This design comes from an exercise in tuning for small area and a short achievable clock period on the open sky130 flow, not from production work. Function was checked by simulation only, so behaviour that the tests miss may differ from the original. Power and IR drop assume default switching activity.

==> inputs of 09-26 <==
Design fir_filter, start of the top module:
module fir_filter
(
    input  logic              clk,
    input  logic              rst_n,
    input  logic [fir_pkg::WD_IN-1:0]  data_in,
    output logic [fir_pkg::WD_OUT-1:0] data_out
);
    localparam int W = fir_pkg::WD_SUM;
    logic [15*fir_pkg::WD_IN-1:0] d_q;      
    logic [W-1:0]                 t0, t0_q;
    logic [W-1:0]                 t1, t1_q;
    logic [W-1:0]                 t2, t2_q;
    logic [W-1:0]                 u0, u1;   
    logic [W-1:0]                 sum;
    logic [W-10:0]                r;        
    logic [fir_pkg::WD_OUT-1:0]   y;
    logic w1;
    logic w2;
    logic w3;
    logic w4;
    logic w5;
    logic w6;
    logic w7;
    logic w8;
    logic w9;
    logic w10;
    logic w11;
    logic w12;
    logic w13;
    logic w14;
    logic w15;
    logic w16;
    logic w17;
    logic w18;
    logic w19;
    logic w20;
    logic w21;
    logic w22;
    logic w23;
    logic w24;
    logic w25;
    logic w26;
    logic w27;
    logic w28;
    logic w29;
    logic w30;
    logic w31;
    logic w32;
    logic w33;
    logic w34;
    logic w35;
    logic w36;
    logic w37;
    logic w38;
    logic w39;
    logic w40;
    logic w41;
    logic w42;
    logic w43;
    logic w44;
    logic w45;
    logic w46;
    logic w47;
    logic w48;
    logic w49;
    logic w50;
    logic w51;
    logic w52;
    logic w53;
    logic w54;
    logic w55;
    logic w56;
    logic w57;
    logic w58;
    logic w59;
    logic w60;
    logic w61;
    logic w62;
    logic w63;
    logic w64;
    logic w65;
    logic w66;
    logic w67;
    logic w68;
    logic w69;
    logic w70;
    logic w71;
    logic w72;
    logic w73;
    logic w74;
    logic w75;
    logic w76;
    logic w77;
    logic w78;
    logic w79;
    logic w80;
    logic w81;
    logic w82;
    logic w83;
  ...
Settings: LEC_CHECK=0, CAP_MARGIN=20, CORE_MARGIN=2, CORE_UTILIZATION=40, SLEW_MARGIN=20, SYNTH_HIERARCHICAL=1, SYNTH_MINIMUM_KEEP_SIZE=0; clock period 12.5 ns.
standard.sh (not shown) runs the stock make flow with config.mk's settings and CLKGATE_MAP_FILE= SYNTH_SCRIPT=/design/flow/synth_recipe.tcl, a recipe that flattens the netlist after the stock synthesis.
==> flow/flow/run.sh <==
#!/bin/bash
# Own layout flow: the standard ORFS flow (standard.sh, unchanged synthesis,
# floorplan, power grid and tap cells), with two changes to how the layout is made:
#  - port buffers are buf_4 cells instead of the delay-buffer cell buffer_ports
#    picks by default;
#  - ORFS's timing repair aims for setup slack of 8.75 ns at the design's 12.5 ns
#    clock, so it repairs the paths that set the achieved period.
# The SDC (clock period, I/O delays, load) is the standard flow's own, unchanged.
set -euo pipefail
bash standard.sh \
  "BUFFER_PORTS_ARGS=-buffer_cell sky130_fd_sc_hd__buf_4" \
  SETUP_SLACK_MARGIN=8.75 \
  finish > standard_flow.log 2>&1
==> 06-07 (differences from 09-26) <==
Settings changed: CTS_CLUSTER_DIAMETER set to 80, CTS_CLUSTER_SIZE set to 30.
==> results_tabular.tex <==
\begin{tabular}{lr}
\hline
Metric & Value \\
\hline
\multicolumn{2}{l}{\textbf{Run status}} \\
\quad Result of the run & finished clean \\
\multicolumn{2}{l}{\textbf{STA}} \\
\quad Portion of the clock cycle consumed by the worst path in the final layout & 0.297 \\
\quad Shortest period the worst path allows & 3.71 ns \\
\multicolumn{2}{l}{\textbf{Pwr}} \\
\quad Internal & 4.33 mW \\
\quad Power consumed by the clock network & 1.08 mW \\
\quad Power per standard cell area & roughly 270 mW/mm\^{}2 \\
\multicolumn{2}{l}{\textbf{Finish}} \\
\quad Fraction of area in clock buffers and inverters & 0.0376 \\
\quad Multi-input gate share of the layout cell area & 0.439 \\
\quad Final instance area & 0.0272 mm\^{}2 \\
\quad Sequential cell area & about 0.012 mm\^{}2 \\
\multicolumn{2}{l}{\textbf{Detailed routing}} \\
\quad Met2 Wirelength & 24600 um \\
\multicolumn{2}{l}{\textbf{Clocking}} \\
\quad CTS H-Tree Depth & 1 \\
\hline
\end{tabular}
(the above is from 06-07)
==> results_tabular.tex <==
\begin{tabular}{lr}
\hline
Metric & Value \\
\hline
\multicolumn{2}{l}{\textbf{Finish}} \\
\quad Largest area class, layout & registers \\
\quad Multi-input gate share of the layout cell area & 0.429 \\
\quad Sequential cell area & 0.0120 mm\^{}2 \\
\quad Fraction of area in clock buffers and inverters & 0.0624 \\
\multicolumn{2}{l}{\textbf{Run status}} \\
\quad Result of the run & finished clean \\
\multicolumn{2}{l}{\textbf{Clocking}} \\
\quad CTS H-Tree Depth & 2 \\
\multicolumn{2}{l}{\textbf{Detailed routing}} \\
\quad Number of iterations in the first detailed-routing pass & 5 \\
\quad Met2 Wirelength & 25200 um \\
\multicolumn{2}{l}{\textbf{Pwr}} \\
\quad Power consumed by the clock network & 1.55 mW \\
\quad Power per standard cell area & approximately 280 mW/mm\^{}2 \\
\multicolumn{2}{l}{\textbf{STA}} \\
\quad Portion of the clock cycle consumed by the worst path in the final layout & 0.295 \\
\quad Shortest period the worst path allows & 3.69 ns \\
\hline
\end{tabular}
(the above is from 09-26)

==> run a <==
fir_filter, a different RTL version from the one above (not shown whole).
==> flow/design.v (excerpt) <==
module fir_filter
(
    input  logic              clk,
    input  logic              rst_n,
    input  logic [fir_pkg::WD_IN-1:0]  data_in,
    output logic [fir_pkg::WD_OUT-1:0] data_out
);
==> flow/config.mk <==
export PLATFORM = sky130hd
export DESIGN_NAME = fir_filter
export DESIGN_NICKNAME = fir_filter
export VERILOG_FILES = /design/flow/design.v
export SDC_FILE = /design/flow/constraint.sdc
export NUM_CORES = 4
export LEC_CHECK = 0
export CAP_MARGIN = 20
export CORE_MARGIN = 2
export CORE_UTILIZATION = 65
export CTS_CLUSTER_DIAMETER = 80
export CTS_CLUSTER_SIZE = 30
export PLACE_DENSITY = 0.75
export SLEW_MARGIN = 20
export SYNTH_HIERARCHICAL = 1
export SYNTH_MINIMUM_KEEP_SIZE = 0
==> flow/constraint.sdc <==
create_clock -name core_clock -period 12.5 [get_ports {clk}]
set_input_delay 2.5000 -clock core_clock [delete_from_list [all_inputs] [get_ports {clk}]]
set_output_delay 2.5000 -clock core_clock [all_outputs]
set_load 0.01 [all_outputs]
==> flow/flow/run.sh <==
#!/bin/bash
# Own layout flow: the standard ORFS flow (standard.sh, unchanged synthesis,
# floorplan, power grid and tap cells), with two changes to how the layout is made:
#  - port buffers are buf_2 cells instead of the delay-buffer cell buffer_ports
#    picks by default;
#  - ORFS's timing repair aims for setup slack of 8.75 ns at the design's 12.5 ns
#    clock, so it repairs the paths that set the achieved period.
# The SDC (clock period, I/O delays, load) is the standard flow's own, unchanged.
set -euo pipefail
bash standard.sh \
  "BUFFER_PORTS_ARGS=-buffer_cell sky130_fd_sc_hd__buf_2" \
  SETUP_SLACK_MARGIN=8.75 \
  finish > standard_flow.log 2>&1
==> run b: changes against run a <==
==> flow/flow/run.sh (replaced) <==
#!/bin/bash
# Own layout flow: the standard ORFS flow (standard.sh, unchanged synthesis,
# floorplan, power grid and tap cells), with two changes to how the layout is made:
#  - port buffers are buf_4 cells instead of the delay-buffer cell buffer_ports
#    picks by default;
#  - ORFS's timing repair aims for setup slack of 8.75 ns at the design's 12.5 ns
#    clock, so it repairs the paths that set the achieved period.
# The SDC (clock period, I/O delays, load) is the standard flow's own, unchanged.
set -euo pipefail
bash standard.sh \
  "BUFFER_PORTS_ARGS=-buffer_cell sky130_fd_sc_hd__buf_4" \
  SETUP_SLACK_MARGIN=8.75 \
  finish > standard_flow.log 2>&1
==> comparison <==
Run a completed with no timing, DRC or antenna violations. Run b completed with no timing, DRC or antenna violations.
Against run b, the first-iteration DRC count of run a is higher by about 8%.
In synthesized area, run b and run a do not differ.
Sequential cell count is the same in run b and run a.
Against run a, the clock power of run b is larger by about 5.5%.
Via count: run b is smaller than run a (0.70%).
Core utilization: run b is higher than run a (0.62 points).
In combinational power, run a and run b hardly differ.
==> figures <==
quantity                                                                 run b         run a
Run status                                            timing/DRC/antenna clean  timing/DRC/antenna clean
Met2 wire length                                                      25360 µm      25250 µm
Number of DRC markers in iteration 0                                       647           698
Top achievable clock speed                                          0.2723 GHz    0.2721 GHz
Number of cells traversed by the worst register-to-register path             8             6
Fraction of standard cell area that is sequential                       42.65%        43.02%
Gate power share                                                         62.2%         62.4%
Comb pwr                                                               4870 µW       4840 µW
Cell area after layout                                               26050 µm²     25820 µm²
Part of the total power dissipated in sequential elements                25.7%         26.0%
Power spent charging and discharging nets                              3419 µW       3388 µW
Area Overhead vs Synth                                                  8.405%        7.462%
Proportion of cell area occupied by multi-input gates                   48.02%        48.46%
Power density over cell area                                      300.7 nW/µm²  300.2 nW/µm²
Critical path data arrival time                                        4.20 ns       4.13 ns
Internal power consumption                                             4414 µW       4363 µW

-- re-timing with driven ports --
Ports are ideal in the flow. The routed layouts listed here were re-timed in OpenROAD.
Step 1 (the two cells are an assumption about what drives the block):
set clk [get_ports {clk}]
set_driving_cell -lib_cell sky130_fd_sc_hd__clkbuf_16 $clk
set_driving_cell -lib_cell sky130_fd_sc_hd__buf_2 [delete_from_list [all_inputs] $clk]
Step 2, shift: input delay + t, output delay - t, t = (earliest + latest rising clock arrival at the registers) / 2. This alone moves slack from input paths to output paths.
Slacks: ideal / step 1 / step 2; pairs: ideal / step 1.
| run | shift t [ns] | slack for setup (ns) | worst setup path at the end | worst slew at a driven data input, ns |
|---|---|---|---|---|
| 09-26 | 0.646 | 8.809 / 8.753 / 8.357 | input to register | 0.05 |
| 06-07 | 0.648 | 8.791 / 8.736 / 8.363 | input to register | 0.05 |
| run a | 0.610 | 8.826 / 8.792 / 8.394 | input to register | 0.03 |
| run b | 0.623 | 8.828 / 8.785 / 8.407 | input to register | 0.04 |
After both steps setup and hold are still met in every run listed. For 09-26, which loses most, drivers alone change the setup slack by -0.056 ns; drivers and shift together by -0.452 ns.
